Source: an optimization exercise on an open RTL-to-GDS flow (aim: small area). Production flows keep margins and buffers that such runs may drop. The RTL was checked by simulation tests, not by an equivalence proof against the original design. Power and IR drop assume default switching activity.

## run 1
==> flow/design.v (excerpt) <==
module touch_sample_filter
(
	input  logic                  clk,
	input  logic                  arst_n,
	input  logic                  cfg_we,
	input  logic [tsf_pkg::CFG_IDX_W-1:0]  cfg_index,
	input  logic [tsf_pkg::CFG_DATA_W-1:0] cfg_wdata,
	input  logic                  in_valid,
	output logic                  in_ready,
	input  logic [tsf_pkg::TIME_W-1:0]     now_ms,
	input  logic [tsf_pkg::ADC_W-1:0]      press_a,
	input  logic [tsf_pkg::ADC_W-1:0]      press_b,
	input  logic [tsf_pkg::ADC_W-1:0]      x_first,
	input  logic [tsf_pkg::ADC_W-1:0]      x_second,
	input  logic [tsf_pkg::ADC_W-1:0]      x_third,
	input  logic [tsf_pkg::ADC_W-1:0]      y_first,
	input  logic [tsf_pkg::ADC_W-1:0]      y_second,
	input  logic [tsf_pkg::ADC_W-1:0]      y_third,
	output logic                  out_valid,
	input  logic                  out_ready,
	output logic                  sampled,
	output logic                  touched,
	output logic [tsf_pkg::ADC_W-1:0]      pos_x,
	output logic [tsf_pkg::ADC_W-1:0]      pos_y,
	output logic [tsf_pkg::PRESS_W-1:0]    pressure
);
Size: ~96 flip-flops, ~190 I/O pins, roughly 7900 um^2 of cells after synthesis.
export LEC_CHECK = 0
export CAP_MARGIN = 20
export CORE_MARGIN = 2
export CORE_UTILIZATION = 40
export SLEW_MARGIN = 20
create_clock -name core_clock -period 12.0 [get_ports {clk}]
standard.sh (not shown) runs the stock make flow with config.mk's settings and CLKGATE_MAP_FILE= SYNTH_SCRIPT=/design/flow/synth_recipe.tcl, a recipe that flattens the netlist after the stock synthesis.
==> flow/flow/run.sh <==
#!/bin/bash
# Standard layout (standard.sh), with these changes:
#  - synthesis (flow/synth_recipe_area.tcl) maps the combinational logic for
#    area: adders extracted only in the adder module, and the best of a set
#    of area-oriented ABC scripts; registers are inferred exactly as in the
#    standard synthesis;
#  - the port buffers use the smallest buffer cell;
#  - clock tree: small clock buffers, small sink clusters, no dummy loads.
# Each tool's log is in orfs/logs/; make's output is in standard.log.
set -euo pipefail
W=$PWD
export BUFFER_PORTS_ARGS="-buffer_cell sky130_fd_sc_hd__buf_1"
export CTS_ARGS="-sink_clustering_enable -repair_clock_nets -dont_use_dummy_load -buf_list {sky130_fd_sc_hd__clkbuf_8} -sink_clustering_size 8 -sink_clustering_max_diameter 30"
sed "s#SYNTH_SCRIPT=[^ ]*synth_recipe.tcl#SYNTH_SCRIPT=$W/flow/synth_recipe_area.tcl#" standard.sh > my_standard.sh
grep -q "synth_recipe_area.tcl" my_standard.sh
bash my_standard.sh > standard.log 2>&1
Other scripts of this flow, unchanged in this note and not shown: flow/flow/synth_recipe_area.tcl
Run 1 went all the way through synthesis, placement and routing and the layout is clean on timing, DRC and antenna.
What run 2 does differently from run 1 at the input level:
# run 1
export LEC_CHECK = 0
export CAP_MARGIN = 20
export CORE_MARGIN = 2
export CORE_UTILIZATION = 40
export SLEW_MARGIN = 20
create_clock -name core_clock -period 12.0 [get_ports {clk}]
# run 2
export LEC_CHECK = 0
export CAP_MARGIN = 20
export CORE_MARGIN = 2
export CORE_UTILIZATION = 30
export SLEW_MARGIN = 20
create_clock -name core_clock -period 12.0 [get_ports {clk}]
-- flow/flow/run.sh --
<<< run 1, line 11
W=$PWD
export BUFFER_PORTS_ARGS="-buffer_cell sky130_fd_sc_hd__buf_1"
export CTS_ARGS="-sink_clustering_enable -repair_clock_nets -dont_use_dummy_load -buf_list {sky130_fd_sc_hd__clkbuf_8} -sink_clustering_size 8 -sink_clustering_max_diameter 30"
sed "s#SYNTH_SCRIPT=[^ ]*synth_recipe.tcl#SYNTH_SCRIPT=$W/flow/synth_recipe_area.tcl#" standard.sh > my_standard.sh
grep -q "synth_recipe_area.tcl" my_standard.sh
>>> run 2, line 11
W=$PWD
export BUFFER_PORTS_ARGS="-buffer_cell sky130_fd_sc_hd__buf_1"
export CTS_ARGS="-sink_clustering_enable -repair_clock_nets -dont_use_dummy_load -buf_list {sky130_fd_sc_hd__clkbuf_4 sky130_fd_sc_hd__clkbuf_8} -sink_clustering_size 10"
sed "s#SYNTH_SCRIPT=[^ ]*synth_recipe.tcl#SYNTH_SCRIPT=$W/flow/synth_recipe_area.tcl#" standard.sh > my_standard.sh
grep -q "synth_recipe_area.tcl" my_standard.sh
Findings:
Between run 2 and run 1, the difference in net total in the final layout is negligible. Summary — layout-stage area growth over the synthesis result, run 2 relative to run 1: higher, by 1.2 points. Run 2: done, clean on timing, DRC and antenna. Run 1 → run 2: met1 routed wirelength after detailed routing +350 um; worst reg-to-reg setup slack +0.09 ns; total power +about 0.9%.
Input changes introduced in run 3 (baseline for comparison: run 2):
# run 2
export LEC_CHECK = 0
export CAP_MARGIN = 20
export CORE_MARGIN = 2
export CORE_UTILIZATION = 30
export SLEW_MARGIN = 20
create_clock -name core_clock -period 12.0 [get_ports {clk}]
# run 3
export LEC_CHECK = 0
export CAP_MARGIN = 20
export CORE_MARGIN = 2
export CORE_UTILIZATION = 40
export SLEW_MARGIN = 20
create_clock -name core_clock -period 12.0 [get_ports {clk}]
-- flow/flow/run.sh --
<<< run 2, line 11
W=$PWD
export BUFFER_PORTS_ARGS="-buffer_cell sky130_fd_sc_hd__buf_1"
export CTS_ARGS="-sink_clustering_enable -repair_clock_nets -dont_use_dummy_load -buf_list {sky130_fd_sc_hd__clkbuf_4 sky130_fd_sc_hd__clkbuf_8} -sink_clustering_size 10"
sed "s#SYNTH_SCRIPT=[^ ]*synth_recipe.tcl#SYNTH_SCRIPT=$W/flow/synth_recipe_area.tcl#" standard.sh > my_standard.sh
grep -q "synth_recipe_area.tcl" my_standard.sh
>>> run 3, line 11
W=$PWD
export BUFFER_PORTS_ARGS="-buffer_cell sky130_fd_sc_hd__buf_1"
export CTS_ARGS="-sink_clustering_enable -repair_clock_nets -dont_use_dummy_load -buf_list {sky130_fd_sc_hd__clkbuf_8}"
sed "s#SYNTH_SCRIPT=[^ ]*synth_recipe.tcl#SYNTH_SCRIPT=$W/flow/synth_recipe_area.tcl#" standard.sh > my_standard.sh
grep -q "synth_recipe_area.tcl" my_standard.sh
Notes after the runs:
- Sequential share of layout area (lower): run 2
- Run 3 reports its critical path endpoint as held_y_q[11]$_DFF_P_ while run 2 reports held_x_q[7]$_DFF_P_.
- Against run 2 as the reference, run 3 delivers a higher setup slack.
- Total instance count after detailed placement (run 2 / run 3): 1.05
- As far as global route total overflow goes, run 3 and run 2 are indistinguishable; the numbers are identical.
- The total routing resource utilization after global routing number comes out higher for run 3 vs run 2.
- In the reports for run 3 and run 2, the smaller routed wire length belongs to run 3.
diff inputs: run 3 => run 4
-- flow/flow/run.sh --
<<< run 3, line 11
W=$PWD
export BUFFER_PORTS_ARGS="-buffer_cell sky130_fd_sc_hd__buf_1"
export CTS_ARGS="-sink_clustering_enable -repair_clock_nets -dont_use_dummy_load -buf_list {sky130_fd_sc_hd__clkbuf_8}"
sed "s#SYNTH_SCRIPT=[^ ]*synth_recipe.tcl#SYNTH_SCRIPT=$W/flow/synth_recipe_area.tcl#" standard.sh > my_standard.sh
grep -q "synth_recipe_area.tcl" my_standard.sh
>>> run 4, line 11
W=$PWD
export BUFFER_PORTS_ARGS="-buffer_cell sky130_fd_sc_hd__buf_1"
export CTS_ARGS="-sink_clustering_enable -repair_clock_nets -dont_use_dummy_load -buf_list {sky130_fd_sc_hd__clkbuf_4 sky130_fd_sc_hd__clkbuf_8} -sink_clustering_size 10"
sed "s#SYNTH_SCRIPT=[^ ]*synth_recipe.tcl#SYNTH_SCRIPT=$W/flow/synth_recipe_area.tcl#" standard.sh > my_standard.sh
grep -q "synth_recipe_area.tcl" my_standard.sh
Findings:
Run 4 completed end to end with timing, DRC and antenna clean.
Re well tap count: no difference whatsoever between run 3 and run 4.
Delta (run 4 minus run 3): sequential cell area share held steady, core utilization held steady, buffers inserted during post-CTS setup optimization now sits at about the same level, met1 usage in global routing was more or less identical.
Delay of the slowest cell on the worst path delta (run 4 -> run 3): insignificant
Cell count along the critical path: run 4 vs run 3 identical
Number of non-filler instances in the completed layout came out exactly the same in run 4 and run 3.

touch_sample_filter, a different RTL version from the one above (not shown whole).
Size: ~95 flip-flops, about 9300 um^2 of cells after synthesis.
export LEC_CHECK = 0
export CAP_MARGIN = 20
export CORE_MARGIN = 2
export CORE_UTILIZATION = 40
export CTS_BUF_LIST = sky130_fd_sc_hd__clkbuf_4 sky130_fd_sc_hd__clkbuf_8
export CTS_CLUSTER_SIZE = 10
export SLEW_MARGIN = 20
create_clock -name core_clock -period 12.0 [get_ports {clk}]
==> flow/flow/run.sh <==
#!/bin/bash
# Standard layout (standard.sh), with two changes:
#  - synthesis maps the combinational logic with an area-oriented ABC script
#    and without adder extraction (flow/synth_recipe_area.tcl);
#  - the port buffers use the smallest buffer cell.
set -euo pipefail
W=$PWD
export MY_ABC_SCRIPT=$W/flow/abc_area.script
export BUFFER_PORTS_ARGS="-buffer_cell sky130_fd_sc_hd__buf_1"
sed "s#SYNTH_SCRIPT=[^ ]*synth_recipe.tcl#SYNTH_SCRIPT=$W/flow/synth_recipe_area.tcl#" standard.sh > my_standard.sh
grep -q "synth_recipe_area.tcl" my_standard.sh
bash my_standard.sh > standard.log 2>&1
==> flow/flow/abc_area.script <==
&get -n
&st
&dch
&nf -R 1000
&put
topo
==> flow/flow/synth_recipe_area.tcl <==
# The standard flow's synthesis script (synth_recipe.tcl) with changes to the
# combinational mapping only: full/half adders are extracted only inside the
# tsf_add adder module (kept as its own module until the final flatten), and
# ABC uses an area-oriented script. Registers are inferred and mapped exactly
# as in the standard synthesis.
set ::my_first_synth 1
proc synth {args} {
  if { $::my_first_synth } {
    set ::my_first_synth 0
    yosys setattr -mod -set keep_hierarchy 1 tsf_add
  }
  yosys synth -nofsm -noshare {*}$args
}
proc extract_fa {args} { yosys extract_fa {*}$args tsf_add }
proc abc {args} {
  set i [lsearch -exact $args -script]
  if { $i >= 0 } { lset args [expr {$i + 1}] $::env(MY_ABC_SCRIPT) }
  yosys abc {*}$args
}
source $::env(SCRIPTS_DIR)/synth.tcl
# left out here: clear keep_hierarchy, flatten, clean up, hide names made inside functions, write 1_2_yosys.v
Edit:
==> flow/flow/synth_recipe_area.tcl (replaced) <==
# The standard flow's synthesis script (synth_recipe.tcl) with two changes to the
# combinational mapping only: no full/half adder extraction, and an
# area-oriented ABC script. Registers are inferred and mapped exactly as in
# the standard synthesis.
proc synth {args} { yosys synth -nofsm -noshare {*}$args }
proc extract_fa {args} { puts "extract_fa skipped" }
proc abc {args} {
  set i [lsearch -exact $args -script]
  if { $i >= 0 } { lset args [expr {$i + 1}] $::env(MY_ABC_SCRIPT) }
  yosys abc {*}$args
}
source $::env(SCRIPTS_DIR)/synth.tcl
# left out here: clear keep_hierarchy, flatten, clean up, hide names made inside functions, write 1_2_yosys.v
Settings changed: CTS_BUF_LIST sky130_fd_sc_hd__clkbuf_4 sky130_fd_sc_hd__clkbuf_8 to not set, CTS_CLUSTER_SIZE 10 to not set.
=>
- area after synthesis climbs by a few percent
- sequential power drops slightly
- wire length is about the same
- via count rose by a little under a tenth
- synthesized cell count went up by roughly a tenth
- register-to-register slack got worse by 0.07 ns
- non-clock buffer count does not change
- utilization goes down by 0.14 points
- worst setup slack is worse by 0.11 ns
- power grows by a few percent
- global-route usage drops by 1.0 points

Setup of the previous run:
RTL: one of the versions met above, not the one the previous note started from.
Size in the first run: ~96 flip-flops, ~190 I/O pins, ~0.0079 sq mm of cells after synthesis.
==> flow/config.mk <==
export PLATFORM = sky130hd
export DESIGN_NAME = touch_sample_filter
export DESIGN_NICKNAME = touch_sample_filter
export VERILOG_FILES = /design/flow/design.v
export SDC_FILE = /design/flow/constraint.sdc
export NUM_CORES = 4
export LEC_CHECK = 0
export CAP_MARGIN = 20
export CORE_MARGIN = 2
export CORE_UTILIZATION = 40
export SLEW_MARGIN = 20
==> flow/constraint.sdc <==
create_clock -name core_clock -period 12.0 [get_ports {clk}]
set_input_delay 2.4000 -clock core_clock [delete_from_list [all_inputs] [get_ports {clk}]]
set_output_delay 2.4000 -clock core_clock [all_outputs]
set_load 0.01 [all_outputs]
==> flow/flow/run.sh <==
#!/bin/bash
# Standard layout (standard.sh), with these changes:
#  - synthesis (flow/synth_recipe_area.tcl) maps the combinational logic for
#    area: adders extracted only in the adder module, and the best of the
#    flow/abc_*.script ABC scripts; registers are inferred exactly as in the
#    standard synthesis;
#  - the port buffers use the smallest buffer cell;
#  - clock tree: small clock buffers, small sink clusters, no dummy loads.
# Each tool's log is in orfs/logs/; make's output is in standard.log.
set -euo pipefail
W=$PWD
export MY_ABC_DIR=$W/flow
export BUFFER_PORTS_ARGS="-buffer_cell sky130_fd_sc_hd__buf_1"
export CTS_ARGS="-sink_clustering_enable -repair_clock_nets -dont_use_dummy_load -buf_list {sky130_fd_sc_hd__clkbuf_8} -sink_clustering_size 20 -sink_clustering_max_diameter 100"
sed "s#SYNTH_SCRIPT=[^ ]*synth_recipe.tcl#SYNTH_SCRIPT=$W/flow/synth_recipe_area.tcl#" standard.sh > my_standard.sh
grep -q "synth_recipe_area.tcl" my_standard.sh
bash my_standard.sh > standard.log 2>&1
Other scripts of this flow, unchanged in this note and not shown: flow/flow/abc_01.script, flow/flow/abc_02.script, flow/flow/abc_03.script, flow/flow/abc_04.script, flow/flow/abc_05.script, flow/flow/abc_06.script, flow/flow/abc_07.script, flow/flow/abc_08.script, flow/flow/abc_09.script, flow/flow/abc_10.script, flow/flow/abc_11.script, flow/flow/abc_12.script, flow/flow/abc_13.script, flow/flow/abc_14.script, flow/flow/synth_recipe_area.tcl
The previous run closes out successfully: all stages finished, all timing, DRC and antenna checks passed.
For the current run, these inputs were changed with respect to the previous run:
--- a/flow/flow/run.sh
+++ b/flow/flow/run.sh
@@ -12,5 +12,5 @@
 export MY_ABC_DIR=$W/flow
 export BUFFER_PORTS_ARGS="-buffer_cell sky130_fd_sc_hd__buf_1"
-export CTS_ARGS="-sink_clustering_enable -repair_clock_nets -dont_use_dummy_load -buf_list {sky130_fd_sc_hd__clkbuf_8} -sink_clustering_size 20 -sink_clustering_max_diameter 100"
+export CTS_ARGS="-sink_clustering_enable -repair_clock_nets -dont_use_dummy_load -buf_list {sky130_fd_sc_hd__clkbuf_16} -sink_clustering_size 30 -sink_clustering_max_diameter 200"
 sed "s#SYNTH_SCRIPT=[^ ]*synth_recipe.tcl#SYNTH_SCRIPT=$W/flow/synth_recipe_area.tcl#" standard.sh > my_standard.sh
 grep -q "synth_recipe_area.tcl" my_standard.sh
Looking at endpoint of the most critical setup path, the held_x_q[1] result is from the previous run; the held_y_q[1] one comes from the current run.
The current run — final design area excluding fillers 100 sq um higher, the previous run as reference
Delta (the current run minus the previous run): register-to-register slack picked up an extra 0.02 ns, clock-pin slew on the worst setup and hold paths lost 0.02 ns, power picked up an extra 5.2%.
The current run vs the previous run: layout overhead on the synthesized area up

port drivers added, routing unchanged:
The results above use ideal ports. As a check the final layouts listed here were re-extracted and re-timed, cells and wires unchanged.
Step 1 sets driving cells, clkbuf_16 on the clock port and buf_2 on the other inputs (assumed; they add their load-dependent delay and slew).
Step 2 moves the port delays by t, midway between the first and last clock arrival at a register: inputs arrive t later, outputs are due t later. That takes back most of the time a late clock gives input paths.
Slacks: no drivers / after step 1 / after step 2; pairs: no drivers / after step 1.
run | t (ns) | slack for setup (ns) | worst hold slack (ns)
run 1 | 0.398 | 2.339 / 2.354 / 1.956 | 0.470 / 0.470 / 0.470
run 2 | 0.413 | 2.097 / 2.113 / 1.700 | 0.474 / 0.474 / 0.474
run 3 | 0.398 | 2.339 / 2.354 / 1.956 | 0.470 / 0.470 / 0.470
run 4 | 0.398 | 2.339 / 2.354 / 1.956 | 0.470 / 0.470 / 0.470
the first run of note 2 | 0.411 | 1.021 / 1.022 / 0.611 | 0.486 / 0.486 / 0.486
the second run of note 2 | 0.381 | 0.915 / 0.898 / 0.517 | 0.479 / 0.479 / 0.479
the previous run | 0.399 | 2.078 / 2.096 / 1.697 | 0.478 / 0.478 / 0.478
the current run | 0.381 | 2.043 / 2.067 / 1.687 | 0.479 / 0.479 / 0.479
After both steps setup and hold are still met in every run listed. The setup slack of the first run of note 2, which loses most, moves by +0.001 ns with the drivers and by -0.410 ns with both steps.
